Source: an optimization exercise on an open RTL-to-GDS flow (aim: small area, a short achievable clock period and few clock cycles). Production flows keep margins and buffers that such runs may drop.
At most, simulation tests tie the RTL to the original design; equivalence was not proved.
Function not checked in runs 1, 2, 4 and 5: the RTL went through the layout flow alone.

--- flow/flow/margin.txt ---
9
--- flow/config.mk ---
export PLATFORM = sky130hd
export DESIGN_NAME = armCore
export DESIGN_NICKNAME = armCore
export VERILOG_FILES = /design/flow/design.v
export SDC_FILE = /design/flow/constraint.sdc
export NUM_CORES = 4
export LEC_CHECK = 0
export CAP_MARGIN = 20
export CORE_MARGIN = 2
export CORE_UTILIZATION = 40
export SLEW_MARGIN = 20
--- flow/flow/run.sh ---
#!/bin/bash
# Standard layout, with repair_timing asked for setup slack margin given in
# flow/margin.txt (ns) at every stage where the standard flow repairs timing.
set -euo pipefail
MARGIN=$(cat flow/margin.txt)
bash standard.sh SETUP_SLACK_MARGIN=$MARGIN finish > standard.log 2>&1
--- flow/standard.sh ---
#!/bin/bash
# synth_recipe.tcl (not shown) runs the flow's synth.tcl, then flattens the netlist and writes it again
# the make line also repeats each setting of config.mk as NAME=value (left out here)
make -C /OpenROAD-flow-scripts/flow DESIGN_CONFIG=/design/flow/config.mk WORK_HOME=/design/flow/orfs CLKGATE_MAP_FILE= SYNTH_SCRIPT=/design/flow/synth_recipe.tcl "${@:-finish}"
--- flow/design.v ---
`default_nettype none
package isaPkg;
	typedef enum logic [3:0] {
		COND_EQ = 4'b0000,
		COND_NE = 4'b0001,
		COND_CS = 4'b0010,
		COND_CC = 4'b0011,
		COND_MI = 4'b0100,
		COND_PL = 4'b0101,
		COND_VS = 4'b0110,
		COND_VC = 4'b0111,
		COND_HI = 4'b1000,
		COND_LS = 4'b1001,
		COND_GE = 4'b1010,
		COND_LT = 4'b1011,
		COND_GT = 4'b1100,
		COND_LE = 4'b1101,
		COND_AL = 4'b1110
	} condCode_t;
	typedef enum logic [1:0] {
		OP_DP     = 2'b00,
		OP_MEM    = 2'b01,
		OP_BRANCH = 2'b10
	} opClass_t;
	typedef enum logic [3:0] {
		FN_AND = 4'b0000,
		FN_EOR = 4'b0001,
		FN_SUB = 4'b0010,
		FN_ADD = 4'b0100,
		FN_ORR = 4'b1100
	} dpFunct_t;
	typedef enum logic [2:0] {
		ALU_ADD = 3'b000,
		ALU_SUB = 3'b001,
		ALU_AND = 3'b010,
		ALU_ORR = 3'b011,
		ALU_EOR = 3'b100,
		ALU_MUL = 3'b101
	} aluOp_t;
	typedef struct packed {
		logic n;
		logic z;
		logic c;
		logic v;
	} aluFlags_t;
endpackage
`default_nettype wire
`default_nettype none
package ctrlPkg;
	typedef enum logic [3:0] {
		FETCH    = 4'd0,
		DECODE   = 4'd1,
		MEMADR   = 4'd2,
		MEMRD    = 4'd3,
		MEMWB    = 4'd4,
		MEMWR    = 4'd5,
		EXECUTER = 4'd6,
		EXECUTEI = 4'd7,
		ALUWB    = 4'd8,
		BRANCH   = 4'd9
	} cpuState_t;
	typedef enum logic [1:0] {
		SRCB_REG  = 2'b00,
		SRCB_IMM  = 2'b01,
		SRCB_STEP = 2'b10
	} srcBSel_t;
	typedef enum logic [1:0] {
		RES_ALUOUT = 2'b00,
		RES_DATA   = 2'b01,
		RES_ALU    = 2'b10
	} resultSel_t;
	typedef enum logic [1:0] {
		IMM_8      = 2'b00,
		IMM_12     = 2'b01,
		IMM_BRANCH = 2'b10
	} immSel_t;
endpackage
`default_nettype wire
`default_nettype none
module armCore (
	input  logic        clk,
	input  logic        reset,
	input  logic [31:0] readData,
	output logic        memWrite,
	output logic [31:0] adr,
	output logic [31:0] writeData
);
	logic [31:0] regs [0:14];
	logic        fN, fZ, fC, fV;
	logic [31:0] pcReg;             
	logic [31:0] ir;
	logic        irValid;
	logic [15:0] selA, selB;        
	logic [31:0] pc8D;              
	logic        eValid;
	logic [3:0]  eCond, eFn, eRd;
	logic        eDP, eMul, eLoad, eB, ePred, eS, eArith, eSub, eRdPc;
	logic        eMemGo;            
	logic        memWReg;
	logic [31:0] opA, opB;          
	logic [31:0] dAdr;              
	logic [31:0] wdReg;             
	logic [2:0]  mulCnt;
	function automatic logic condOk(input logic [3:0] c, input logic n, input logic z,
	                                input logic cf, input logic v);
		case (c)
			4'b0000: condOk = z;
			4'b0001: condOk = !z;
			4'b0010: condOk = cf;
			4'b0011: condOk = !cf;
			4'b0100: condOk = n;
			4'b0101: condOk = !n;
			4'b0110: condOk = v;
			4'b0111: condOk = !v;
			4'b1000: condOk = cf && !z;
			4'b1001: condOk = !(cf && !z);
			4'b1010: condOk = (n == v);
			4'b1011: condOk = (n != v);
			4'b1100: condOk = !z && (n == v);
			4'b1101: condOk = !(!z && (n == v));
			4'b1110: condOk = 1'b1;
			default: condOk = 1'b0;
		endcase
	endfunction
	logic        condE, passE, mulStep, mulFin, eBusy;
	assign condE   = condOk(eCond, fN, fZ, fC, fV);
	assign passE   = eValid && condE;
	assign mulFin  = (mulCnt == 3'd4);
	assign mulStep = passE && eMul && !mulFin;
	assign eBusy   = mulStep;
	logic [32:0] sum;
	logic [31:0] res;
	assign sum = {1'b0, opA} + {1'b0, opB} + {32'd0, eSub};
	always_comb begin
		res = sum[31:0];
		if (eDP) begin
			case (eFn)
				4'b0000: res = opA & opB;
				4'b0001: res = opA ^ opB;
				4'b1100: res = opA | opB;
				default: res = sum[31:0];
			endcase
		end
	end
	logic [8:0]  rsWin;
	logic [31:0] csS, csC;
	always_comb begin
		case (mulCnt[1:0])
			2'd0:    rsWin = opB[31:23];
			2'd1:    rsWin = opB[23:15];
			2'd2:    rsWin = opB[15:7];
			default: rsWin = {opB[7:0], 1'b0};
		endcase
	end
	function automatic logic [63:0] csa(input logic [31:0] a, input logic [31:0] b, input logic [31:0] c);
		logic [31:0] s, k;
		s = a ^ b ^ c;
		k = (a & b) | (a & c) | (b & c);
		csa = {k[30:0], 1'b0, s};
	endfunction
	logic [31:0] row [0:5];
	logic [31:0] l1 [0:3];
	logic [31:0] l2 [0:2];
	logic [3:0]  bNeg;
	always_comb begin
		for (int i = 0; i < 4; i++) begin
			logic x2, x1, x0, one, two;
			logic [31:0] mag;
			x2 = rsWin[2 * i + 2];
			x1 = rsWin[2 * i + 1];
			x0 = rsWin[2 * i];
			one = x1 ^ x0;
			two = (x2 && !x1 && !x0) || (!x2 && x1 && x0);
			bNeg[i] = x2 && !(x1 && x0);
			mag = one ? opA : (two ? {opA[30:0], 1'b0} : 32'd0);
			row[i] = (mag ^ {32{bNeg[i]}}) << (2 * i);
		end
		row[4] = (mulCnt == 3'd0) ? 32'd0 : {dAdr[23:0], 8'd0};
		row[5] = {(mulCnt == 3'd0) ? 24'd0 : wdReg[23:0],
		          1'b0, bNeg[3], 1'b0, bNeg[2], 1'b0, bNeg[1], 1'b0, bNeg[0]};
		{l1[1], l1[0]} = csa(row[0], row[1], row[2]);
		{l1[3], l1[2]} = csa(row[3], row[4], row[5]);
		{l2[1], l2[0]} = csa(l1[0], l1[1], l1[2]);
		l2[2] = l1[3];
		{csC, csS} = csa(l2[0], l2[1], l2[2]);
	end
	logic        ldE, wen, jumpE;
	logic [31:0] wd, jumpTarget;
	assign ldE        = eMemGo && eLoad;
	assign wd         = ldE ? readData : res;
	assign wen        = (passE && ((eDP && !eRdPc) || (eMul && mulFin))) || (ldE && !eRdPc);
	assign jumpE      = (passE && eDP && eRdPc) || (ldE && eRdPc) || (eValid && eB && (condE != ePred));
	assign jumpTarget = ldE ? readData : res;
	always_ff @(posedge clk) begin
		if (wen)
			regs[eRd] <= wd;
	end
	always_ff @(posedge clk or posedge reset) begin
		if (reset) begin
			fN <= 1'b0;
			fZ <= 1'b0;
			fC <= 1'b0;
			fV <= 1'b0;
		end else if (passE && eS && ((eDP && !eRdPc) || (eMul && mulFin))) begin
			fN <= res[31];
			fZ <= (res == 32'd0);
			if (eArith) begin
				fC <= sum[32];
				fV <= !(opA[31] ^ opB[31]) && (opA[31] ^ sum[31]);
			end
		end
	end
	logic        isDP, isMem, isB, isMul, immOp, isLoad;
	logic [3:0]  fn, rdF, rnF;
	assign isMul  = (ir[27:22] == 6'b000000) && (ir[7:4] == 4'b1001);
	assign isDP   = (ir[27:26] == 2'b00) && !isMul;
	assign isMem  = (ir[27:26] == 2'b01);
	assign isB    = (ir[27:26] == 2'b10);
	assign immOp  = ir[25];
	assign isLoad = ir[20];
	assign fn     = ir[24:21];
	assign rdF    = isMul ? ir[19:16] : ir[15:12];
	assign rnF    = ir[19:16];
	logic [31:0] rdA, rdB, rdAf, rdBf;
	always_comb begin
		rdA = selA[15] ? pc8D : 32'd0;
		rdB = selB[15] ? pc8D : 32'd0;
		for (int r = 0; r < 15; r++) begin
			if (selA[r]) rdA = rdA | regs[r];
			if (selB[r]) rdB = rdB | regs[r];
		end
	end
	assign rdAf = (wen && selA[eRd]) ? wd : rdA;
	assign rdBf = (wen && selB[eRd]) ? wd : rdB;
	logic condD, flagsBusy, dStall, dAdv, dTake, memGoD, isSub;
	assign condD     = condOk(ir[31:28], fN, fZ, fC, fV);
	assign flagsBusy = eValid && eS && (eDP || eMul);
	assign dStall    = isMem && ((eValid && (eDP || eMul || eLoad) && eRd == rnF)
	                             || (ir[31:28] != 4'b1110 && flagsBusy));
	assign dAdv      = irValid && !eBusy && !dStall && !jumpE;
	assign dTake     = dAdv && isB && (flagsBusy || condD);
	assign memGoD    = isMem && condD;
	assign isSub     = isDP && (fn == 4'b0010);
	logic [31:0] addD, offB;
	assign offB = {{6{ir[23]}}, ir[23:0], 2'b00};
	assign addD = rdA + (isMem ? {20'd0, ir[11:0]} : offB);
	logic [31:0] opBD;
	always_comb begin
		if (isB)
			opBD = dTake ? 32'hFFFF_FFFC : offB;
		else if (immOp && isDP)
			opBD = {24'd0, ir[7:0]} ^ {32{isSub}};
		else
			opBD = rdBf ^ {32{isSub}};
	end
	function automatic logic [3:0] portA(input logic [31:0] i);
		if (i[27:26] == 2'b10)
			portA = 4'd15;
		else if (i[27:22] == 6'b000000 && i[7:4] == 4'b1001)
			portA = i[3:0];
		else
			portA = i[19:16];
	endfunction
	function automatic logic [3:0] portB(input logic [31:0] i);
		if (i[27:26] == 2'b01)
			portB = i[15:12];
		else if (i[27:22] == 6'b000000 && i[7:4] == 4'b1001)
			portB = i[11:8];
		else
			portB = i[3:0];
	endfunction
	logic irLoad;
	assign irLoad = !eMemGo && (!irValid || dAdv) && !jumpE && !dTake;
	always_ff @(posedge clk or posedge reset) begin
		if (reset) begin
			pcReg   <= 32'd0;
			irValid <= 1'b0;
			eValid  <= 1'b0;
			eMemGo  <= 1'b0;
			memWReg <= 1'b0;
			mulCnt  <= 3'd0;
		end else begin
			mulCnt <= mulStep ? mulCnt + 3'd1 : 3'd0;
			if (jumpE)
				pcReg <= jumpTarget;
			else if (dTake)
				pcReg <= addD;
			else if (irLoad)
				pcReg <= {pcReg[31:2] + 30'd1, pcReg[1:0]};
			if (jumpE || dTake)
				irValid <= 1'b0;
			else if (irLoad)
				irValid <= 1'b1;
			else if (dAdv)
				irValid <= 1'b0;
			if (!eBusy) begin
				eValid  <= dAdv;
				eMemGo  <= dAdv && memGoD;
				memWReg <= dAdv && memGoD && !isLoad;
			end
		end
	end
	always_ff @(posedge clk) begin
		if (irLoad) begin
			ir   <= readData;
			selA <= 16'(1) << portA(readData);
			selB <= 16'(1) << portB(readData);
			pc8D <= {pcReg[31:2] + 30'd2, pcReg[1:0]};
		end
		if (dAdv) begin
			eCond  <= ir[31:28];
			eFn    <= fn;
			eRd    <= rdF;
			eDP    <= isDP;
			eMul   <= isMul;
			eLoad  <= isLoad;
			eB     <= isB;
			ePred  <= dTake;
			eS     <= ir[20];
			eArith <= isDP && (fn == 4'b0010 || fn == 4'b0100);
			eSub   <= isSub;
			eRdPc  <= (rdF == 4'd15);
			opA    <= rdAf;
			opB    <= opBD;
		end else if (mulStep && mulCnt == 3'd3) begin
			opA <= csS;
			opB <= csC;
		end
		dAdr  <= mulStep ? csS : addD;
		wdReg <= mulStep ? csC : rdBf;
	end
	assign adr       = eMemGo ? dAdr : pcReg;
	assign memWrite  = memWReg;
	assign writeData = wdReg;
endmodule
`default_nettype wire
--- flow/constraint.sdc ---
create_clock -name core_clock -period 14.0 [get_ports {clk}]
set_input_delay 2.8000 -clock core_clock [delete_from_list [all_inputs] [get_ports {clk}]]
set_output_delay 2.8000 -clock core_clock [all_outputs]
set_load 0.01 [all_outputs]
==> out/results.tsv, run 1 <==
metric	value	unit
Final Net Count	4519	
Initial Util	40.40	%
Routed WL	202800	um
clock insertion delay at the later pin of the skew report	0.70	ns
Num CTS Buffers	86	
met3 routed WL	28780	um
routed vias/inst	6.792	
core area	112800	sq um
Post-synth EDFFs	660	
top cells by area, synth	edfxtp_1, a22oi_1, fa_1	
Avg Inst Size Synth	10.83	sq um
RSZ-0062 raised after global routing	yes	
Port Buffers	98	
Register Area	22180	sq um
count leader, synth	edfxtp_1	
CTS sink cnt	767	
Ys Warns	4	
cell mode on critical path	a21o_1	
Hold WC Path Type	reg -> reg	
Starting DRT DRC Count	7219	
Max FO, Critical Path	19	
Worst-path clk slew	0.06	ns
residual DRC count	0	
Worst Max-Slew Pin Slew	1.260	ns
worst setup margin	8.962	ns
synth unique cells	91	
top sig layer	met5	
max incr delay on CP	0.95	ns
I/O pin cnt	99	
DRT Pass-1 Iters	8	
placed cells	5617	
H-tree lvl count	3	
net count after synthesis	4461	
post-synth top area share	43.49	%
clk_skew	0.03856	ns
routability cong.	1.016	
synthesized area	45570	sq um
WL per Instance	34.69	um
CTS max path bufs	3	
Fillers	10290	
routed length on met2	86790	um
Setup TNS	0	ns
slowest CP cell	a311oi_1	
crit-path cells	ha_1, a21o_1, or3_1, o21ai_1, o21ai_0, a21o_1, a311oi_1, a21oi_2, buf_4, o211ai_1, xnor2_1, a21oi_1	
mux cell area share after synthesis	3.427	%
Post-DP HPWL	132200	um
CTS tree	built	
Hold Path Depth	0	
final hold slack	0.4606	ns
Compound-Gate Fraction of Synth Area	20.39	%
post-route cell area	52410	sq um
area of the multi-input gates	21930	sq um
post-synthesis cell count	4208	
fin cells	5846	
fin crit share	35.98	%
Clock Tree Root	clkbuf_16	
outcome	timing/DRC/antenna clean	
Die Width	341.5	um
Slew HR	15.42	%
Rows	123	
final setup fails	0	
leading area contributor after synthesis	edfxtp_1	
post-layout util	46.46	%
max-cap violations	0	
die height	341.5	um
synth cell count leaders	edfxtp_1, nand2_1, a22oi_1	
Global Route Usage Sum	33.55	%
Synth Area in XOR/XNOR	4.440	%
FFs w/ async S/R, synth	5.606	%
clock period minus worst slack	5.038	ns
simple logic cell fraction of the synthesized area	10.86	%
antenna violation net count after detailed routing	0	
Synth Area in Adders	7.693	%
Final Hold Fails	0	
first-pass GRT wire length	279200	um
hold_buf cts	0	
largest net degree at the start of global routing	80	
critical path depth	12	
die footprint	116600	sq um
share of cells above drive strength 1	11.41	%
Setup CP Type	reg -> reg	
initial antenna violation count	11	
CP bufs+invs	1	
Crit. End Element	register	
worst-case reg-to-reg path depth	12	
delay-heaviest family, CP	compound AO/OA/AOI/OAI gates	
Req. time, crit path	14.44	ns
Setup crit start kind	register	
Slew Limit Fails	0	
dpl ws	8.132	ns
DR vias	39710	
largest family of logic cells by synthesized area	compound AO/OA/AOI/OAI gates	
sequential area share after synthesis	48.66	%
FF+latch count, synth	767	
grt total ovfl	0	
Max Clk Rate	198.5	MHz
Top FF cell, synth	edfxtp_1	
vias in the first global route	36870	
metal1 wirelength	72290	um
Area Overhead vs Synth	15.00	%
Arr. time, crit path	5.48	ns
placed standard-cell area	48460	sq um
[registers in the layout, indices dropped and copies added, names as in the netlist, 3 cells and up]
register and cells:
dAdr 32, eCond 4, eFn 4, eRd 4
ir 32, mulCnt 3, opA 32, opB 32
pc8D 32, pcReg 32, regs 480, selA 16
selB 16, wdReg 32
[cells by family after synthesis]
group,count (synthesis)
DFF,767
buffers and inverters,545
and+or+nand+nor,1028
adders and majority gates,219
muxes,136
xor gates and xnor gates,231
AOI/OAI and AO/OA,1282
[what timing repair did]
item                       4_1_cts  5_1_grt
resized for setup               53       64
hold endpoints to repair         0        0
pin swaps                        2       20
setup endpoints to repair      135      167
cloned                           5        7
setup buffers                   10       39
[placed cells by master (no fill, tap or decap), drive strengths merged, types with 113 or more instances in the layout]
master,count
nor2,210
o21ai,247
buf,178
a221oi,179
edfxtp,660
a21oi,134
clkbuf,113
inv,231
xnor2,159
ha,117
nand2,377
a22oi,303
a22o,164
[worst reg2reg max path: stages, from the launching register on]
cell and delay [ns]:
edfxtp_1 0.65, ha_1 0.41, a21o_1 0.20, or3_1 0.37
o21ai_1 0.31, o21ai_0 0.28, a21o_1 0.24, a311oi_1 0.95
a21oi_2 0.12, buf_4 0.29, o211ai_1 0.49, xnor2_1 0.12
a21oi_1 0.38
[final cells by class]
cell class | count | share of cell area [%]
sequential | 767 | 42.32
multi-input combinational | 2898 | 41.84
timing repair buffer | 283 | 5.069
clock buffer | 106 | 4.307
tap | 1500 | 3.581
inverter | 230 | 1.647
clock inverter | 54 | 1.194
antenna | 8 | 0.03820
[worst paths after layout]
path                              from         to  slack, ns
min in group asynchronous        reset  pcReg[18]       2.63
worst max register to register  opA[3]    opB[17]       8.96
worst min register to register  ir[24]     eFn[3]       0.46
max in group asynchronous        reset  mulCnt[0]      10.78
worst min-delay path            ir[24]     eFn[3]       0.46
worst max-delay path            opA[3]    opB[17]       8.96
[layer usage]
metal  up-vias  global-route usage, %
met4        10                  20.44
met3       735                  10.06
met2      3411                  49.78
li1      16140                      -
met5         -                      0
met1     19410                  43.07
==> run 2, diff against run 1 <==
--- a/flow/design.v
+++ b/flow/design.v
@@ -90,8 +90,9 @@
 	logic [31:0] pcReg;             
 	logic [31:0] ir;
 	logic        irValid;
-	logic [15:0] selA, selB;        
+	logic [3:0]  raA, raB;          
 	logic [31:0] pc8D;              
+	logic        irFok;             
 	logic        eValid;
 	logic [3:0]  eCond, eFn, eRd;
 	logic        eDP, eMul, eLoad, eB, ePred, eS, eArith, eSub, eRdPc;
@@ -142,14 +143,27 @@
 			endcase
 		end
 	end
-	logic [8:0]  rsWin;
+	function automatic logic [11:0] boothEnc(input logic [8:0] w);
+		logic [11:0] e;
+		for (int i = 0; i < 4; i++) begin
+			logic x2, x1, x0;
+			x2 = w[2 * i + 2];
+			x1 = w[2 * i + 1];
+			x0 = w[2 * i];
+			e[i]     = x1 ^ x0;
+			e[4 + i] = (x2 && !x1 && !x0) || (!x2 && x1 && x0);
+			e[8 + i] = x2 && !(x1 && x0);
+		end
+		boothEnc = e;
+	endfunction
+	logic [3:0]  bOne, bTwo, bNeg;
+	logic [8:0]  rsNext;
 	logic [31:0] csS, csC;
 	always_comb begin
 		case (mulCnt[1:0])
-			2'd0:    rsWin = opB[31:23];
-			2'd1:    rsWin = opB[23:15];
-			2'd2:    rsWin = opB[15:7];
-			default: rsWin = {opB[7:0], 1'b0};
+			2'd0:    rsNext = opB[23:15];
+			2'd1:    rsNext = opB[15:7];
+			default: rsNext = {opB[7:0], 1'b0};
 		endcase
 	end
 	function automatic logic [63:0] csa(input logic [31:0] a, input logic [31:0] b, input logic [31:0] c);
@@ -161,18 +175,10 @@
 	logic [31:0] row [0:5];
 	logic [31:0] l1 [0:3];
 	logic [31:0] l2 [0:2];
-	logic [3:0]  bNeg;
 	always_comb begin
 		for (int i = 0; i < 4; i++) begin
-			logic x2, x1, x0, one, two;
 			logic [31:0] mag;
-			x2 = rsWin[2 * i + 2];
-			x1 = rsWin[2 * i + 1];
-			x0 = rsWin[2 * i];
-			one = x1 ^ x0;
-			two = (x2 && !x1 && !x0) || (!x2 && x1 && x0);
-			bNeg[i] = x2 && !(x1 && x0);
-			mag = one ? opA : (two ? {opA[30:0], 1'b0} : 32'd0);
+			mag = bOne[i] ? opA : (bTwo[i] ? {opA[30:0], 1'b0} : 32'd0);
 			row[i] = (mag ^ {32{bNeg[i]}}) << (2 * i);
 		end
 		row[4] = (mulCnt == 3'd0) ? 32'd0 : {dAdr[23:0], 8'd0};
@@ -222,6 +228,9 @@
 	assign rdF    = isMul ? ir[19:16] : ir[15:12];
 	assign rnF    = ir[19:16];
 	logic [31:0] rdA, rdB, rdAf, rdBf;
+	logic [15:0] selA, selB;
+	assign selA = 16'(1) << raA;
+	assign selB = 16'(1) << raB;
 	always_comb begin
 		rdA = selA[15] ? pc8D : 32'd0;
 		rdB = selB[15] ? pc8D : 32'd0;
@@ -230,24 +239,27 @@
 			if (selB[r]) rdB = rdB | regs[r];
 		end
 	end
-	assign rdAf = (wen && selA[eRd]) ? wd : rdA;
-	assign rdBf = (wen && selB[eRd]) ? wd : rdB;
-	logic condD, flagsBusy, dStall, dAdv, dTake, memGoD, isSub;
+	assign rdAf = (wen && raA == eRd) ? wd : rdA;
+	assign rdBf = (wen && raB == eRd) ? wd : rdB;
+	logic condD, flagsBusy, dStall, dAdv, dTake, memGoD, isSub, needFall;
 	assign condD     = condOk(ir[31:28], fN, fZ, fC, fV);
 	assign flagsBusy = eValid && eS && (eDP || eMul);
 	assign dStall    = isMem && ((eValid && (eDP || eMul || eLoad) && eRd == rnF)
 	                             || (ir[31:28] != 4'b1110 && flagsBusy));
 	assign dAdv      = irValid && !eBusy && !dStall && !jumpE;
-	assign dTake     = dAdv && isB && (flagsBusy || condD);
+	assign needFall  = !flagsBusy && !condD;
+	assign dTake     = dAdv && isB && (needFall || !irFok);
 	assign memGoD    = isMem && condD;
 	assign isSub     = isDP && (fn == 4'b0010);
 	logic [31:0] addD, offB;
 	assign offB = {{6{ir[23]}}, ir[23:0], 2'b00};
 	assign addD = rdA + (isMem ? {20'd0, ir[11:0]} : offB);
+	logic [31:0] dTarget;
+	assign dTarget = needFall ? {pc8D[31:2] - 30'd1, pc8D[1:0]} : addD;
 	logic [31:0] opBD;
 	always_comb begin
 		if (isB)
-			opBD = dTake ? 32'hFFFF_FFFC : offB;
+			opBD = needFall ? offB : 32'hFFFF_FFFC;
 		else if (immOp && isDP)
 			opBD = {24'd0, ir[7:0]} ^ {32{isSub}};
 		else
@@ -269,6 +281,11 @@
 		else
 			portB = i[3:0];
 	endfunction
+	logic        fBr, fOk;
+	logic [7:0]  fT;
+	assign fBr = (readData[27:26] == 2'b10);
+	assign fT  = {2'b00, pcReg[7:2]} + {{2{readData[5]}}, readData[5:0]} + 8'd2;
+	assign fOk = (readData[23:5] == 19'd0 || readData[23:5] == 19'h7FFFF) && fT[7:6] == 2'b00;
 	logic irLoad;
 	assign irLoad = !eMemGo && (!irValid || dAdv) && !jumpE && !dTake;
 	always_ff @(posedge clk or posedge reset) begin
@@ -284,9 +301,9 @@
 			if (jumpE)
 				pcReg <= jumpTarget;
 			else if (dTake)
-				pcReg <= addD;
+				pcReg <= dTarget;
 			else if (irLoad)
-				pcReg <= {pcReg[31:2] + 30'd1, pcReg[1:0]};
+				pcReg <= fBr ? {pcReg[31:8], fT[5:0], pcReg[1:0]} : {pcReg[31:2] + 30'd1, pcReg[1:0]};
 			if (jumpE || dTake)
 				irValid <= 1'b0;
 			else if (irLoad)
@@ -303,9 +320,10 @@
 	always_ff @(posedge clk) begin
 		if (irLoad) begin
 			ir   <= readData;
-			selA <= 16'(1) << portA(readData);
-			selB <= 16'(1) << portB(readData);
+			raA  <= portA(readData);
+			raB  <= portB(readData);
 			pc8D <= {pcReg[31:2] + 30'd2, pcReg[1:0]};
+			irFok <= fOk;
 		end
 		if (dAdv) begin
 			eCond  <= ir[31:28];
@@ -315,14 +333,17 @@
 			eMul   <= isMul;
 			eLoad  <= isLoad;
 			eB     <= isB;
-			ePred  <= dTake;
+			ePred  <= !needFall;
 			eS     <= ir[20];
 			eArith <= isDP && (fn == 4'b0010 || fn == 4'b0100);
 			eSub   <= isSub;
 			eRdPc  <= (rdF == 4'd15);
 			opA    <= rdAf;
 			opB    <= opBD;
-		end else if (mulStep && mulCnt == 3'd3) begin
+			{bNeg, bTwo, bOne} <= boothEnc(rdBf[31:23]);
+		end else if (mulStep)
+			{bNeg, bTwo, bOne} <= boothEnc(rsNext);
+		if (!dAdv && mulStep && mulCnt == 3'd3) begin
 			opA <= csS;
 			opB <= csC;
 		end
==> flow/flow/run.sh (replaced) <==
#!/bin/bash
# Standard layout (the standard.sh: ORFS from the standard synthesis to
# finish), with two changes passed to ORFS's make:
#  - repair_timing aims for the setup slack margin in flow/margin.txt (ns),
#    at each stage where the standard flow repairs timing;
#  - clock tree synthesis inserts no dummy loads.
# Each tool's output goes to standard.log and ORFS's own logs under orfs/logs.
set -euo pipefail
MARGIN=$(cat flow/margin.txt)
bash standard.sh SETUP_SLACK_MARGIN=$MARGIN \
	"CTS_ARGS=-sink_clustering_enable -repair_clock_nets -dont_use_dummy_load" \
	finish > standard.log 2>&1
==> flow/flow/margin.txt (replaced) <==
9.5
--- a/flow/config.mk
+++ b/flow/config.mk
@@ -7,5 +7,5 @@
 export LEC_CHECK = 0
 export CAP_MARGIN = 20
 export CORE_MARGIN = 2
-export CORE_UTILIZATION = 40
+export CORE_UTILIZATION = 60
 export SLEW_MARGIN = 20
==> run 2 against run 1 <==
Compared with the run above:
- still clean on timing, DRC and antenna
- worst hold slack better by 0.032 ns
- final area is 3.8% higher
- register-to-register slack gained 0.34 ns
- worst setup slack better by 0.23 ns
- flip-flop and latch count decreased by 11
==> out/results.tsv, run 2 <==
metric	value	unit
initial antenna violation count	12	
synth unique cells	102	
Largest Register	regs	
Area Overhead vs Synth	16.20	%
DRT Pass-1 Iters	9	
top sig layer	met5	
clk_skew	0.09204	ns
max-cap violations	0	
Initial Util	60.52	%
Die Width	283.3	um
post-synth top area share	41.57	%
Starting DRT DRC Count	8388	
first-pass GRT wire length	286700	um
Synth Area in XOR/XNOR	5.063	%
Max Clk Rate	208.0	MHz
Clock Tree Root	clkbuf_16	
routability cong.	1.072	
core area	77340	sq um
Port Buffers	98	
clock period minus worst slack	4.807	ns
RSZ-0062 raised after global routing	yes	
most common cell after layout, fill and taps aside	edfxtp_1	
Num CTS Buffers	82	
Req. time, crit path	11.20	ns
count leader, synth	edfxtp_1	
clock insertion delay at the later pin of the skew report	0.67	ns
commonest non-fill, non-tap cells in the layout	edfxtp_1, nand2_1, a22oi_1	
Slew HR	25.59	%
Top FF cell, synth	edfxtp_1	
Avg Inst Size Synth	10.50	sq um
Post-DP HPWL	131000	um
Final Net Count	4883	
Ys Warns	4	
CTS max path bufs	3	
Synth Area in Adders	8.014	%
synthesized area	46800	sq um
Rows	102	
DR vias	43000	
Setup TNS	0	ns
largest net degree at the start of global routing	90	
top cells by area, synth	edfxtp_1, a22oi_1, fa_1	
Hold WC Path Type	reg -> reg	
post-route cell area	54390	sq um
Arr. time, crit path	2.01	ns
FFs w/ async S/R, synth	5.688	%
final setup fails	0	
metal1 wirelength	67730	um
Post-synth EDFFs	648	
FF+latch count, synth	756	
grt total ovfl	0	
Max FO, Critical Path	5	
Worst Max-Slew Pin Slew	1.116	ns
Crit. End Element	output pin	
outcome	timing/DRC/antenna clean	
share of cells above drive strength 1	15.30	%
Final Hold Fails	0	
WL per Instance	37.30	um
Routed WL	211000	um
Register Area	21840	sq um
Setup CP Type	reg -> out	
Setup crit start kind	register	
placed standard-cell area	49110	sq um
Worst-path clk slew	0.06	ns
Compound-Gate Fraction of Synth Area	20.67	%
die height	283.3	um
I/O pin cnt	99	
max FFs per register	480	
area of the multi-input gates	24100	sq um
CTS tree	built	
die footprint	80260	sq um
vias in the first global route	39230	
net count after synthesis	4729	
fin cells	5658	
placed cells	5374	
antenna violation net count after detailed routing	0	
leading area contributor after synthesis	edfxtp_1	
routed vias/inst	7.600	
mux cell area share after synthesis	2.687	%
fin crit share	34.33	%
CTS sink cnt	756	
Fillers	5732	
synth cell count leaders	edfxtp_1, nand2_1, a22oi_1	
Slew Limit Fails	0	
Global Route Usage Sum	50.15	%
routed length on met2	87040	um
residual DRC count	0	
post-synthesis cell count	4457	
met3 routed WL	34600	um
hold_buf cts	0	
sequential area share after synthesis	46.65	%
H-tree lvl count	3	
largest family of logic cells by synthesized area	compound AO/OA/AOI/OAI gates	
simple logic cell fraction of the synthesized area	12.09	%
run 2: cell count changes after synthesis, sizes merged, moves of 14 or more:
cell / before / now
o21ai: 247 / 198
and4: 6 / 31
a22oi: 303 / 328
a31oi: 10 / 24
nand2: 377 / 429
xor2: 72 / 99
inv: 229 / 250
clkbuf: 260 / 290
nor3: 48 / 73
a21o: 20 / 44
a221oi: 179 / 162
ha: 117 / 135
a21oi: 134 / 171
run 2: worst max-delay path: stages, from the launching register on:
cell       delay [ns]
dfrtp_2          0.42
buf_12           0.16
buf_12           0.14
clkbuf_16        0.16
mux2_4           0.34
buf_6            0.14
run 2: worst paths after layout:
check / end / startpoint / depth (start not counted) / slack, ns
hold / removal: mulCnt[0] / mulCnt[0] / 1 / 0.49
setup / recovery: adr[31] / eMemGo / 5 / 9.19
setup reg to reg: pcReg[16] / raA[1] / 22 / 9.30
min in group asynchronous: pcReg[22] / reset / 3 / 2.64
max in group asynchronous: eMemGo / reset / 3 / 10.78
hold reg to reg: mulCnt[0] / mulCnt[0] / 1 / 0.49
run 2: timing repair:
item | CTS | global route
setup endpoints to repair | 347 | 270
buffers inserted | 68 | 108
resized for setup | 310 | 192
pin swaps | 26 | 63
cloned | 6 | 10
run 2: area by class of cell:
type / count / area share, %
multi-input combinational: 3111 / 44.31
timing repair buffer: 409 / 7.541
inverter: 251 / 1.771
tap: 1040 / 2.393
antenna: 9 / 0.04141
clock buffer: 82 / 3.773
sequential: 756 / 40.17
run 2: metal layers:
| metal | vias up | GRT usage [%] |
|---|---|---|
| li1 | 17150 | - |
| met1 | 20370 | 60.58 |
| met2 | 4321 | 73.03 |
| met3 | 1155 | 18.42 |
| met4 | 10 | 38.29 |
| met5 | - | 1.012 |
run 2: per-stage QoR:
stage	utilization [%]	worst slack (ns)	hold WS (ns)
after floorplan	-	8.204	0.4174
after global placement	63.49	8.149	0.4885
after detailed placement	63.50	8.103	0.4868
after CTS	67.92	9.188	0.4915
after global routing	70.29	9.207	0.5096
final	70.32	9.193	0.4928
run 2: logic make-up after synthesis:
group	Yosys count
adders and majority gates	238
AOI/OAI and AO/OA	1329
DFF	756
xor gates and xnor gates	269
muxes	117
and+or+nand+nor	1158
buffers and inverters	590
==> run 3, diff against run 2 <==
--- a/flow/design.v
+++ b/flow/design.v
@@ -123,6 +123,31 @@
 			default: condOk = 1'b0;
 		endcase
 	endfunction
+	function automatic logic [32:0] addPP(input logic [31:0] a, input logic [31:0] b, input logic ci);
+		logic [31:0] p, g, pp, gg, c;
+		p = a ^ b;
+		g = a & b;
+		gg = g;
+		pp = p;
+		gg[0] = g[0] | (p[0] & ci);
+		for (int l = 0; l < 5; l++) begin
+			logic [31:0] gn, pn;
+			gn = gg;
+			pn = pp;
+			for (int i = 0; i < 32; i++) begin
+				if ((i >> l) & 1) begin
+					int j;
+					j = ((i >> l) << l) - 1;
+					gn[i] = gg[i] | (pp[i] & gg[j]);
+					pn[i] = pp[i] & pp[j];
+				end
+			end
+			gg = gn;
+			pp = pn;
+		end
+		c = {gg[30:0], ci};
+		addPP = {gg[31], p ^ c};
+	endfunction
 	logic        condE, passE, mulStep, mulFin, eBusy;
 	assign condE   = condOk(eCond, fN, fZ, fC, fV);
 	assign passE   = eValid && condE;
@@ -131,7 +156,7 @@
 	assign eBusy   = mulStep;
 	logic [32:0] sum;
 	logic [31:0] res;
-	assign sum = {1'b0, opA} + {1'b0, opB} + {32'd0, eSub};
+	assign sum = addPP(opA, opB, eSub);
 	always_comb begin
 		res = sum[31:0];
 		if (eDP) begin
@@ -253,7 +278,9 @@
 	assign isSub     = isDP && (fn == 4'b0010);
 	logic [31:0] addD, offB;
 	assign offB = {{6{ir[23]}}, ir[23:0], 2'b00};
-	assign addD = rdA + (isMem ? {20'd0, ir[11:0]} : offB);
+	logic [32:0] addDc;
+	assign addDc = addPP(rdA, isMem ? {20'd0, ir[11:0]} : offB, 1'b0);
+	assign addD  = addDc[31:0];
 	logic [31:0] dTarget;
 	assign dTarget = needFall ? {pc8D[31:2] - 30'd1, pc8D[1:0]} : addD;
 	logic [31:0] opBD;
@@ -284,10 +311,18 @@
 	logic        fBr, fOk;
 	logic [7:0]  fT;
 	assign fBr = (readData[27:26] == 2'b10);
-	assign fT  = {2'b00, pcReg[7:2]} + {{2{readData[5]}}, readData[5:0]} + 8'd2;
+	logic [6:0]  pcLo2;
+	logic [32:0] fSum;
+	assign pcLo2 = {1'b0, pcReg[7:2]} + 7'd2;
+	assign fSum  = addPP({25'd0, pcLo2}, {{26{readData[5]}}, readData[5:0]}, 1'b0);
+	assign fT    = fSum[7:0];
 	assign fOk = (readData[23:5] == 19'd0 || readData[23:5] == 19'h7FFFF) && fT[7:6] == 2'b00;
 	logic irLoad;
 	assign irLoad = !eMemGo && (!irValid || dAdv) && !jumpE && !dTake;
+	logic [31:0] pcOther, pcNext;
+	assign pcOther = jumpE ? jumpTarget : dTake ? dTarget
+	               : irLoad ? {pcReg[31:2] + 30'd1, pcReg[1:0]} : pcReg;
+	assign pcNext  = (irLoad && fBr) ? {pcReg[31:8], fT[5:0], pcReg[1:0]} : pcOther;
 	always_ff @(posedge clk or posedge reset) begin
 		if (reset) begin
 			pcReg   <= 32'd0;
@@ -298,12 +333,7 @@
 			mulCnt  <= 3'd0;
 		end else begin
 			mulCnt <= mulStep ? mulCnt + 3'd1 : 3'd0;
-			if (jumpE)
-				pcReg <= jumpTarget;
-			else if (dTake)
-				pcReg <= dTarget;
-			else if (irLoad)
-				pcReg <= fBr ? {pcReg[31:8], fT[5:0], pcReg[1:0]} : {pcReg[31:2] + 30'd1, pcReg[1:0]};
+			pcReg <= pcNext;
 			if (jumpE || dTake)
 				irValid <= 1'b0;
 			else if (irLoad)
--- a/flow/config.mk
+++ b/flow/config.mk
@@ -9,3 +9,4 @@
 export CORE_MARGIN = 2
 export CORE_UTILIZATION = 60
 export SLEW_MARGIN = 20
+export TNS_END_PERCENT = 10
==> run 3 against run 2 <==
Compared with the run above:
- area after synthesis fell by 1.8%
- maximum frequency rose by 1.3%
- critical path depth is 1 higher
- global-route usage down 1.7 points
- worst setup slack improved by 0.064 ns
- flip-flop and latch count did not move
- sequential share of layout area up 1.9 points
- largest cell class unchanged
==> out/results.tsv, run 3 <==
metric	value	unit
placed standard-cell area	48130	sq um
post-layout util	68.51	%
routed vias/inst	7.546	
grt total ovfl	0	
placed cells	5172	
Avg Inst Size Synth	10.66	sq um
top cells by area, synth	edfxtp_1, fa_1, a221oi_1	
synthesized area	45950	sq um
antenna violation net count after detailed routing	0	
Worst Max-Slew Pin Slew	1.207	ns
Global Route Usage Sum	48.45	%
WL per Instance	36.31	um
H-tree lvl count	3	
sequential area share after synthesis	47.52	%
synth cell count leaders	edfxtp_1, nand2_1, nor2_1	
Initial Util	60.60	%
post-route cell area	51950	sq um
Worst-path clk slew	0.06	ns
final setup fails	0	
Post-DP HPWL	127300	um
Routed WL	194500	um
Area Overhead vs Synth	13.06	%
die height	280.7	um
leading area contributor after synthesis	edfxtp_1	
CTS max path bufs	3	
Starting DRT DRC Count	6799	
synth unique cells	97	
CTS sink cnt	756	
share of cells above drive strength 1	12.20	%
Req. time, crit path	14.33	ns
Ys Warns	4	
count leader, synth	edfxtp_1	
net count after synthesis	4585	
Top FF cell, synth	edfxtp_1	
routability cong.	1.031	
residual DRC count	0	
FF+latch count, synth	756	
Crit. End Element	register	
I/O pin cnt	99	
outcome	timing/DRC/antenna clean	
Max FO, Critical Path	17	
Largest Register	regs	
Final Hold Fails	0	
Setup CP Type	in -> reg	
Final Net Count	4653	
Hold WC Path Type	reg -> reg	
Clock Tree Root	clkbuf_16	
max-cap violations	0	
Setup TNS	0	ns
clock insertion delay at the later pin of the skew report	0.68	ns
Setup crit start kind	primary input	
Arr. time, crit path	5.08	ns
initial antenna violation count	6	
largest net degree at the start of global routing	76	
FFs w/ async S/R, synth	5.688	%
Post-synth EDFFs	648	
DR vias	40420	
Port Buffers	98	
Max Clk Rate	210.8	MHz
Die Width	280.7	um
Rows	101	
first-pass GRT wire length	269600	um
post-synth top area share	42.35	%
Fillers	5760	
post-synthesis cell count	4310	
core area	75820	sq um
CTS tree	built	
final hold slack	0.4728	ns
clk_skew	0.09493	ns
RSZ-0062 raised after global routing	yes	
fin crit share	33.88	%
DRT Pass-1 Iters	7	
commonest non-fill, non-tap cells in the layout	edfxtp_1, nand2_1, inv_1	
most common cell after layout, fill and taps aside	edfxtp_1	
clock period minus worst slack	4.743	ns
max FFs per register	480	
vias in the first global route	37550	
Num CTS Buffers	80	
fin cells	5356	
Slew Limit Fails	0	
die footprint	78810	sq um
Slew HR	18.89	%
[run 3: critical path, cell delays in order]
cell and delay, ns:
clkdlybuf4s50_1 0.56, a21oi_1 0.61, and2_1 0.25, inv_1 0.33, mux2i_1 0.40, a21oi_1 0.11
[run 3: per-stage QoR]
step	worst slack [ns]
3_3_place_gp	8.436
6_report	9.257
2_1_floorplan	9.417
4_1_cts	9.039
3_5_place_dp	8.364
5_1_grt	9.172
[run 3: cell type report]
class | instances | area, sq um | share of cell area [%]
Multi-Input combinational cell | 2975 | 22990 | 44.25
Sequential cell | 756 | 21840 | 42.05
Timing Repair Buffer | 305 | 2899 | 5.581
Clock buffer | 80 | 2002 | 3.854
Tap cell | 978 | 1224 | 2.356
Inverter | 260 | 987.2 | 1.900
Antenna cell | 2 | 5.005 | 0.009634
[run 3: per-layer routing]
layer | vias to the layer above | GRT usage [%] | part of all wire [%]
met5 | - | 0 | 0.028
met4 | 10 | 37.12 | 9.5
met2 | 3695 | 70.79 | 42
li1 | 16390 | - | -
met3 | 1010 | 16.01 | 15
met1 | 19310 | 59.55 | 33
[run 3: cell families after synthesis]
kind of cell	Yosys count	share of synthesized area (%)
AOI/OAI and AO/OA	1254	20.28
and+or+nand+nor	1103	11.29
DFF	756	47.52
buffers and inverters	580	4.844
xor gates and xnor gates	258	4.918
adders and majority gates	241	8.409
muxes	118	2.734
[run 3: final timing paths]
| kind | from | endpoint | slack, ns | cells past startpoint |
|---|---|---|---|---|
| worst max-delay path | readData[22] | opA[22] | 9.26 | 6 |
| worst min-delay path | ir[24] | eFn[3] | 0.47 | 0 |
| worst max register to register | raA[2] | pcReg[25] | 9.37 | 18 |
| worst min register to register | ir[24] | eFn[3] | 0.47 | 0 |
| max in group asynchronous | reset | eMemGo | 10.68 | 3 |
| min in group asynchronous | reset | pcReg[20] | 2.69 | 3 |
[run 3: repair_timing]
action | 4_1_cts | 5_1_grt
pin swaps | 15 | 49
gates resized for setup | 80 | 164
buffers inserted | 28 | 67
setup endpoints to repair | 311 | 268
hold buffers | 0 | 0
gates cloned | 3 | 4
Testbench counts of run 3, summed over its fixed seeds: cycles 24,997.
==> run 4, diff against run 3 <==
--- a/flow/design.v
+++ b/flow/design.v
@@ -90,7 +90,7 @@
 	logic [31:0] pcReg;             
 	logic [31:0] ir;
 	logic        irValid;
-	logic [3:0]  raA, raB;          
+	logic [15:0] selA, selB;        
 	logic [31:0] pc8D;              
 	logic        irFok;             
 	logic        eValid;
@@ -253,9 +253,6 @@
 	assign rdF    = isMul ? ir[19:16] : ir[15:12];
 	assign rnF    = ir[19:16];
 	logic [31:0] rdA, rdB, rdAf, rdBf;
-	logic [15:0] selA, selB;
-	assign selA = 16'(1) << raA;
-	assign selB = 16'(1) << raB;
 	always_comb begin
 		rdA = selA[15] ? pc8D : 32'd0;
 		rdB = selB[15] ? pc8D : 32'd0;
@@ -264,8 +261,8 @@
 			if (selB[r]) rdB = rdB | regs[r];
 		end
 	end
-	assign rdAf = (wen && raA == eRd) ? wd : rdA;
-	assign rdBf = (wen && raB == eRd) ? wd : rdB;
+	assign rdAf = (wen && selA[eRd]) ? wd : rdA;
+	assign rdBf = (wen && selB[eRd]) ? wd : rdB;
 	logic condD, flagsBusy, dStall, dAdv, dTake, memGoD, isSub, needFall;
 	assign condD     = condOk(ir[31:28], fN, fZ, fC, fV);
 	assign flagsBusy = eValid && eS && (eDP || eMul);
@@ -350,8 +347,8 @@
 	always_ff @(posedge clk) begin
 		if (irLoad) begin
 			ir   <= readData;
-			raA  <= portA(readData);
-			raB  <= portB(readData);
+			selA <= 16'(1) << portA(readData);
+			selB <= 16'(1) << portB(readData);
 			pc8D <= {pcReg[31:2] + 30'd2, pcReg[1:0]};
 			irFok <= fOk;
 		end
==> run 4 against run 3 <==
Compared with the run above:
- still clean
- register-to-register slack got worse by 0.08 ns
- area after synthesis increased by 1.0%
- maximum frequency decreased by 0.30%
- worst setup slack got worse by 0.014 ns
- flip-flop and latch count up 24
- synthesized cell count decreased by 0.16%
- die area increased by 1.0%
- critical endpoint is now adr[12]
==> out/results.tsv, run 4 <==
metric	value	unit
Synth Area in XOR/XNOR	4.809	%
worst-case reg-to-reg path depth	12	
Setup CP Type	reg -> out	
Fillers	5938	
Compound-Gate Fraction of Synth Area	19.58	%
Setup TNS	0	ns
CTS max path bufs	3	
max FFs per register	480	
Synth Area in Adders	8.323	%
Max FO, Critical Path	8	
I/O pin cnt	99	
Max Clk Rate	210.2	MHz
Port Buffers	98	
Final Hold Fails	0	
grt total ovfl	0	
synth cell count leaders	edfxtp_1, nand2_1, a22oi_1	
Avg Inst Size Synth	10.79	sq um
crit-path cells	buf_12, buf_6, buf_16, mux2_2, buf_2	
FF+latch count, synth	780	
reg2reg start	opA[0]	
Die Width	282.1	um
Slew HR	25.29	%
Top FF cell, synth	edfxtp_1	
Req. time, crit path	11.20	ns
commonest non-fill, non-tap cells in the layout	edfxtp_1, nand2_1, a22oi_1	
die height	282.1	um
CTS sink cnt	780	
Global Route Usage Sum	48.09	%
Post-synth EDFFs	672	
RSZ-0062 raised after global routing	yes	
DRT Pass-1 Iters	7	
net count after synthesis	4578	
largest family of logic cells by synthesized area	compound AO/OA/AOI/OAI gates	
Rows	101	
antenna violation net count after detailed routing	0	
Arr. time, crit path	1.96	ns
reg2reg setup slack	9.29	ns
routability cong.	1.048	
first-pass GRT wire length	269200	um
leading area contributor after synthesis	edfxtp_1	
sequential area share after synthesis	48.59	%
Num CTS Buffers	85	
outcome	timing/DRC/antenna clean	
die footprint	79610	sq um
WL per Instance	35.96	um
CP bufs+invs	4	
Area Overhead vs Synth	11.56	%
placed cells	5236	
final hold slack	0.4603	ns
Worst R2R End	opB[19]	
hold_buf cts	0	
Worst Max-Slew Pin Slew	1.118	ns
slowest CP cell	dfrtp_2	
Register Area	22560	sq um
routed vias/inst	7.478	
Starting DRT DRC Count	7308	
Largest Register	regs	
area of the multi-input gates	22330	sq um
final setup fails	0	
share of cells above drive strength 1	10.81	%
initial antenna violation count	11	
synthesized area	46420	sq um
clock period minus worst slack	4.757	ns
delay-heaviest family, CP	buffers and inverters	
placed standard-cell area	48560	sq um
Final Net Count	4633	
post-synth top area share	43.47	%
post-synthesis cell count	4303	
Hold WC Path Type	reg -> reg	
Initial Util	60.82	%
core area	76330	sq um
DR vias	40310	
fin cells	5390	
most common cell after layout, fill and taps aside	edfxtp_1	
largest net degree at the start of global routing	78	
fin crit share	33.98	%
Setup crit start kind	register	
Post-DP HPWL	125400	um
Slew Limit Fails	0	
H-tree lvl count	3	
mux cell area share after synthesis	3.296	%
Hold Path Sink	eFn[3]	
clock insertion delay at the later pin of the skew report	0.68	ns
top cells by area, synth	edfxtp_1, a22oi_1, fa_1	
Crit. End Element	output pin	
count leader, synth	edfxtp_1	
residual DRC count	0	
FFs w/ async S/R, synth	5.513	%
clk_skew	0.1093	ns
vias in the first global route	37280	
Worst-path clk slew	0.05	ns
simple logic cell fraction of the synthesized area	10.70	%
max incr delay on CP	0.49	ns
Ys Warns	4	
max-cap violations	0	
Routed WL	193800	um
Clock Tree Root	clkbuf_16	
CTS tree	built	
Hold Path Depth	0	
Worst Hold Launch	ir[24]	
synth unique cells	85	
post-route cell area	51780	sq um
run 4: cell count changes after synthesis, sizes merged, moves of 13 or more:
cell and delta:
edfxtp +24, mux2i +15, or3 +15, nor3 -25, o22ai +24, nand4 +17
a22oi +105, o221ai +13, a221oi -69, a22o -50, nand2 +29, nor2 -39
run 4: cells by family (layout without fill, tap and decap cells):
| family | count (synthesis) | after routing |
|---|---|---|
| compound gates | 1250 | 1250 |
| simple gates | 1070 | 1072 |
| flops | 780 | 780 |
| buf+inv | 573 | 624 |
| xor+xnor | 254 | 254 |
| fa+ha+maj | 241 | 241 |
| mux | 135 | 135 |
| other cells | 0 | 4 |
run 4: timing repair:
action	4_1_cts	5_1_grt
pin swaps	6	25
setup buffers	18	41
setup endpoints to repair	330	250
gates resized for setup	208	68
hold endpoints to repair	0	0
cloned	5	1
run 4: worst max path at each step:
stage | cells after the start | start | to
CTS | 5 | eMemGo | adr[22]
finish | 5 | eMemGo | adr[12]
floorplan | 6 | eCond[3] | regs[1][0]
global placement | 6 | readData[5] | selA[6]
global route | 8 | readData[5] | selB[1]
detailed placement | 6 | readData[5] | selA[7]
run 4: stage by stage:
step,worst slack [ns],utilization [%]
after floorplan,9.303,-
after global placement,8.230,63.62
after detailed placement,8.213,63.62
after CTS,9.254,66.97
after global routing,9.148,67.83
final,9.243,67.84
run 4: worst register-to-register path, delay by kind of cell (launching register included):
| kind | cells | cell delay (ns) |
|---|---|---|
| fa+ha+maj | 2 | 0.81 |
| simple gates | 2 | 0.43 |
| flops | 1 | 0.44 |
| compound gates | 8 | 2.91 |
run 4: area by class of cell:
| class | count | share of cell area [%] |
|---|---|---|
| antenna | 4 | 0.01933 |
| clock buffer | 85 | 4.107 |
| inverter | 260 | 1.916 |
| multi-input combinational | 2952 | 43.12 |
| sequential | 780 | 43.56 |
| tap | 1030 | 2.489 |
| timing repair buffer | 279 | 4.789 |
run 4: routing by layer:
layer / wire length, um / GRT usage [%] / share of wire [%]
met1: 65590 / 60.72 / 34
met4: 17620 / 34.11 / 9.1
met2: 80270 / 69.55 / 41
met5: 103 / 0 / 0.053
met3: 30220 / 16.30 / 16
==> run 5, diff against run 4 <==
--- a/flow/design.v
+++ b/flow/design.v
@@ -90,7 +90,7 @@
 	logic [31:0] pcReg;             
 	logic [31:0] ir;
 	logic        irValid;
-	logic [15:0] selA, selB;        
+	logic [3:0]  raA, raB;          
 	logic [31:0] pc8D;              
 	logic        irFok;             
 	logic        eValid;
@@ -101,7 +101,8 @@
 	logic [31:0] opA, opB;          
 	logic [31:0] dAdr;              
 	logic [31:0] wdReg;             
-	logic [2:0]  mulCnt;
+	logic [2:0]  mulCnt;            
+	logic        mulFirst;          
 	function automatic logic condOk(input logic [3:0] c, input logic n, input logic z,
 	                                input logic cf, input logic v);
 		case (c)
@@ -206,8 +207,8 @@
 			mag = bOne[i] ? opA : (bTwo[i] ? {opA[30:0], 1'b0} : 32'd0);
 			row[i] = (mag ^ {32{bNeg[i]}}) << (2 * i);
 		end
-		row[4] = (mulCnt == 3'd0) ? 32'd0 : {dAdr[23:0], 8'd0};
-		row[5] = {(mulCnt == 3'd0) ? 24'd0 : wdReg[23:0],
+		row[4] = mulFirst ? 32'd0 : {dAdr[23:0], 8'd0};
+		row[5] = {mulFirst ? 24'd0 : wdReg[23:0],
 		          1'b0, bNeg[3], 1'b0, bNeg[2], 1'b0, bNeg[1], 1'b0, bNeg[0]};
 		{l1[1], l1[0]} = csa(row[0], row[1], row[2]);
 		{l1[3], l1[2]} = csa(row[3], row[4], row[5]);
@@ -253,6 +254,9 @@
 	assign rdF    = isMul ? ir[19:16] : ir[15:12];
 	assign rnF    = ir[19:16];
 	logic [31:0] rdA, rdB, rdAf, rdBf;
+	logic [15:0] selA, selB;
+	assign selA = 16'(1) << raA;
+	assign selB = 16'(1) << raB;
 	always_comb begin
 		rdA = selA[15] ? pc8D : 32'd0;
 		rdB = selB[15] ? pc8D : 32'd0;
@@ -261,13 +265,14 @@
 			if (selB[r]) rdB = rdB | regs[r];
 		end
 	end
-	assign rdAf = (wen && selA[eRd]) ? wd : rdA;
-	assign rdBf = (wen && selB[eRd]) ? wd : rdB;
+	assign rdAf = (wen && raA == eRd) ? wd : rdA;
+	assign rdBf = (wen && raB == eRd) ? wd : rdB;
 	logic condD, flagsBusy, dStall, dAdv, dTake, memGoD, isSub, needFall;
 	assign condD     = condOk(ir[31:28], fN, fZ, fC, fV);
 	assign flagsBusy = eValid && eS && (eDP || eMul);
-	assign dStall    = isMem && ((eValid && (eDP || eMul || eLoad) && eRd == rnF)
-	                             || (ir[31:28] != 4'b1110 && flagsBusy));
+	assign dStall    = (isMem && ((eValid && (eDP || eMul || eLoad) && eRd == rnF)
+	                              || (ir[31:28] != 4'b1110 && flagsBusy)))
+	                || (isMul && eValid && (eDP || eMul || eLoad) && eRd == raB);
 	assign dAdv      = irValid && !eBusy && !dStall && !jumpE;
 	assign needFall  = !flagsBusy && !condD;
 	assign dTake     = dAdv && isB && (needFall || !irFok);
@@ -320,6 +325,18 @@
 	assign pcOther = jumpE ? jumpTarget : dTake ? dTarget
 	               : irLoad ? {pcReg[31:2] + 30'd1, pcReg[1:0]} : pcReg;
 	assign pcNext  = (irLoad && fBr) ? {pcReg[31:8], fT[5:0], pcReg[1:0]} : pcOther;
+	logic [1:0] lzB;
+	logic [8:0] rsFirst;
+	assign lzB = (rdB[31:7] == 25'd0) ? 2'd3 : (rdB[31:15] == 17'd0) ? 2'd2
+	           : (rdB[31:23] == 9'd0) ? 2'd1 : 2'd0;
+	always_comb begin
+		case (lzB)
+			2'd0:    rsFirst = rdB[31:23];
+			2'd1:    rsFirst = rdB[23:15];
+			2'd2:    rsFirst = rdB[15:7];
+			default: rsFirst = {rdB[7:0], 1'b0};
+		endcase
+	end
 	always_ff @(posedge clk or posedge reset) begin
 		if (reset) begin
 			pcReg   <= 32'd0;
@@ -329,7 +346,10 @@
 			memWReg <= 1'b0;
 			mulCnt  <= 3'd0;
 		end else begin
-			mulCnt <= mulStep ? mulCnt + 3'd1 : 3'd0;
+			if (mulStep)
+				mulCnt <= mulCnt + 3'd1;
+			else if (dAdv)
+				mulCnt <= {1'b0, lzB};
 			pcReg <= pcNext;
 			if (jumpE || dTake)
 				irValid <= 1'b0;
@@ -347,8 +367,8 @@
 	always_ff @(posedge clk) begin
 		if (irLoad) begin
 			ir   <= readData;
-			selA <= 16'(1) << portA(readData);
-			selB <= 16'(1) << portB(readData);
+			raA  <= portA(readData);
+			raB  <= portB(readData);
 			pc8D <= {pcReg[31:2] + 30'd2, pcReg[1:0]};
 			irFok <= fOk;
 		end
@@ -367,9 +387,13 @@
 			eRdPc  <= (rdF == 4'd15);
 			opA    <= rdAf;
 			opB    <= opBD;
-			{bNeg, bTwo, bOne} <= boothEnc(rdBf[31:23]);
+			{bNeg, bTwo, bOne} <= boothEnc(rsFirst);
 		end else if (mulStep)
 			{bNeg, bTwo, bOne} <= boothEnc(rsNext);
+		if (dAdv)
+			mulFirst <= 1'b1;
+		else if (mulStep)
+			mulFirst <= 1'b0;
 		if (!dAdv && mulStep && mulCnt == 3'd3) begin
 			opA <= csS;
 			opB <= csC;
==> flow/flow/run.sh (replaced) <==
#!/bin/bash
# Standard layout (the standard.sh: ORFS from the standard synthesis to
# finish), with two changes passed to ORFS's make:
#  - repair_timing aims for the setup slack margin in flow/margin.txt (ns),
#    at each stage where the standard flow repairs timing;
#  - clock tree synthesis inserts no dummy loads, and clusters up to 30
#    registers within 100 um under each clock buffer.
# Each tool's output goes to standard.log and ORFS's own logs under orfs/logs.
set -euo pipefail
MARGIN=$(cat flow/margin.txt)
bash standard.sh SETUP_SLACK_MARGIN=$MARGIN \
	"CTS_ARGS=-sink_clustering_enable -repair_clock_nets -dont_use_dummy_load -sink_clustering_size 30 -sink_clustering_max_diameter 100" \
	finish > standard.log 2>&1
==> run 5 against run 4 <==
Compared with the run above:
- still clean on timing, DRC and antenna
- final area up 5.3%
- via count up 7.3%
- register-to-register slack worse by 0.14 ns
- first-iteration DRC count up 11%
- clock skew down 0.010 ns
- critical endpoint is now opB[14]
- largest cell class is now multi-input gates
- highest routed layer unchanged
==> out/results.tsv, run 5 <==
metric	value	unit
Setup crit start kind	primary input	
Routed WL	214300	um
worst setup margin	9.112	ns
Area Overhead vs Synth	14.18	%
post-synthesis cell count	4507	
synth cell count leaders	edfxtp_1, nand2_1, a22oi_1	
DR vias	43260	
largest net degree at the start of global routing	89	
Slew Limit Fails	0	
Port Buffers	98	
Crit. End Element	register	
Clock Tree Root	clkbuf_16	
Max FO, Critical Path	18	
final setup fails	0	
post-synth top area share	40.73	%
Initial Util	60.58	%
core area	78870	sq um
Global Route Usage Sum	51.08	%
most common cell after layout, fill and taps aside	edfxtp_1	
Register Area	21860	sq um
outcome	timing/DRC/antenna clean	
placed standard-cell area	50010	sq um
Worst-path clk slew	0.12	ns
vias in the first global route	39910	
hold_buf cts	0	
Setup CP Type	in -> reg	
CP bufs+invs	1	
Die Width	286.2	um
Slew HR	12.75	%
max FFs per register	480	
post-route cell area	54550	sq um
H-tree lvl count	2	
dpl ws	8.213	ns
clock insertion delay at the later pin of the skew report	0.65	ns
Post-synth EDFFs	648	
crit-path cells	clkdlybuf4s50_1, mux2_2, mux2i_1, nor2_1, nor2_1, or3_1	
Post-DP HPWL	142000	um
CTS max path bufs	3	
Worst Max-Slew Pin Slew	1.295	ns
Largest Register	regs	
max-cap violations	0	
Starting DRT DRC Count	8136	
Top FF cell, synth	edfxtp_1	
Num CTS Buffers	37	
clock period minus worst slack	4.888	ns
synthesized area	47780	sq um
die height	286.2	um
Hold WC Path Type	reg -> reg	
sequential area share after synthesis	45.74	%
FF+latch count, synth	757	
Ys Warns	4	
antenna violation net count after detailed routing	0	
CTS sink cnt	757	
Fillers	6027	
clk_skew	0.09927	ns
routability cong.	1.083	
Max Clk Rate	204.6	MHz
WL per Instance	37.46	um
leading area contributor after synthesis	edfxtp_1	
FFs w/ async S/R, synth	5.680	%
grt total ovfl	0	
cell mode on critical path	nor2_1	
first-pass GRT wire length	296900	um
CTS tree	built	
Final Net Count	4937	
Avg Inst Size Synth	10.60	sq um
Req. time, crit path	14.35	ns
RSZ-0062 raised after global routing	yes	
top cells by area, synth	edfxtp_1, fa_1, a22oi_1	
routed vias/inst	7.562	
delay-heaviest family, CP	multiplexers	
I/O pin cnt	99	
fin crit share	34.92	%
DRT Pass-1 Iters	7	
Rows	103	
die footprint	81900	sq um
slowest CP cell	mux2_2	
commonest non-fill, non-tap cells in the layout	edfxtp_1, nand2_1, a22oi_1	
net count after synthesis	4782	
initial antenna violation count	8	
area of the multi-input gates	24990	sq um
synth unique cells	101	
count leader, synth	edfxtp_1	
Arr. time, crit path	5.23	ns
share of cells above drive strength 1	15.47	%
max incr delay on CP	0.73	ns
Final Hold Fails	0	
Setup TNS	0	ns
residual DRC count	0	
-- run 5: cell types whose count changed in the layout (fill, tap and decap cells not counted), sizes merged, moves of 29 or more --
cell,delta
a21oi,+36
a22oi,-66
buf,+133
nor2,+34
nand4,-29
nand2b,+56
a221oi,-40
clkbuf,-45
mux2i,+101
a22o,-70
nand2,-30
-- run 5: final timing paths --
kind,from,depth (start not counted),endpoint,slack (ns)
worst min-delay path,pcReg[1],0,pc8D[1],0.52
max in group asynchronous,reset,3,eMemGo,10.75
worst min register to register,pcReg[1],0,pc8D[1],0.52
worst max register to register,opA[0],13,opB[14],9.15
worst max-delay path,readData[14],6,opB[14],9.11
min in group asynchronous,reset,3,pcReg[3],2.63
-- run 5: area by class of cell --
class                      instances  area share (%)
multi-input combinational       3170           45.80
sequential                       757           40.06
timing repair buffer             442           8.197
tap                             1050           2.408
inverter                         254           1.784
clock buffer                      37           1.697
antenna                           11         0.05046
-- run 5: cell families (layout without fill, tap and decap cells) --
| kind of cell | count (synthesis) | in the layout | share of synthesized area, % |
|---|---|---|---|
| AOI/OAI and AO/OA | 1224 | 1225 | 18.20 |
| xor gates and xnor gates | 252 | 252 | 4.619 |
| adders and majority gates | 241 | 241 | 8.087 |
| buffers and inverters | 582 | 733 | 4.934 |
| DFF | 757 | 757 | 45.74 |
| muxes | 270 | 270 | 6.269 |
| other | 0 | 11 | 0 |
| and+or+nand+nor | 1181 | 1182 | 12.15 |
-- run 5: repair_timing --
action | in CTS | in global routing
cloned | 12 | 4
resized for setup | 308 | 135
buffers inserted | 137 | 64
hold endpoints to repair | 0 | 0
pin swaps | 62 | 52
endpoints found under the setup margin | 316 | 291
-- run 5: through the flow --
step	cells	utilization, %	hold slack (ns)
6_report	5721	69.17	0.5182
5_1_grt	5710	69.14	0.5241
4_1_cts	5642	67.62	0.5027
3_5_place_dp	5456	63.41	0.4751
3_3_place_gp	5456	63.40	0.4812
2_1_floorplan	4507	-	0.4375
-- run 5: metal layers --
| layer | up-vias | global-route usage [%] | share of wire, % |
|---|---|---|---|
| li1 | 17170 | - | - |
| met2 | 4202 | 72.86 | 41 |
| met3 | 1222 | 15.87 | 15 |
| met1 | 20670 | 63.08 | 33 |
| met4 | 4 | 44.08 | 11 |
| met5 | - | 0 | 0.015 |

-- static timing again, ports no longer ideal --
The flow's constraints put no driver on any port. The routed layouts listed below were extracted and timed again, unchanged, in two steps. Step 1, drivers: a clkbuf_16 drives clk and a buf_2 each remaining input, both assumed. Step 2 also shifts input and output timing later by t, the mid clock arrival at the registers, as if the neighbouring blocks saw the same clock. a / b / c = ideal ports / drivers / drivers and shift; a / b = the first two.
| run | shift t [ns] | slack for setup (ns) | clock arrival spread, ns | worst slew at a driven data input, ns |
|---|---|---|---|---|
| run 1 | 0.756 | 8.962 / 8.935 / 8.579 | 0.039 / 0.039 | 0.07 |
| run 2 | 0.701 | 9.193 / 9.120 / 8.858 | 0.092 / 0.092 | 0.04 |
| run 3 | 0.701 | 9.257 / 9.257 / 8.602 | 0.095 / 0.096 | 0.06 |
| run 4 | 0.696 | 9.243 / 9.169 / 8.650 | 0.110 / 0.109 | 0.05 |
| run 5 | 0.677 | 9.112 / 9.098 / 8.468 | 0.102 / 0.103 | 0.05 |
After both steps setup and hold are still met in every run listed. For run 3, which loses most, drivers alone change the setup slack by 0.000 ns; drivers and shift together by -0.655 ns.
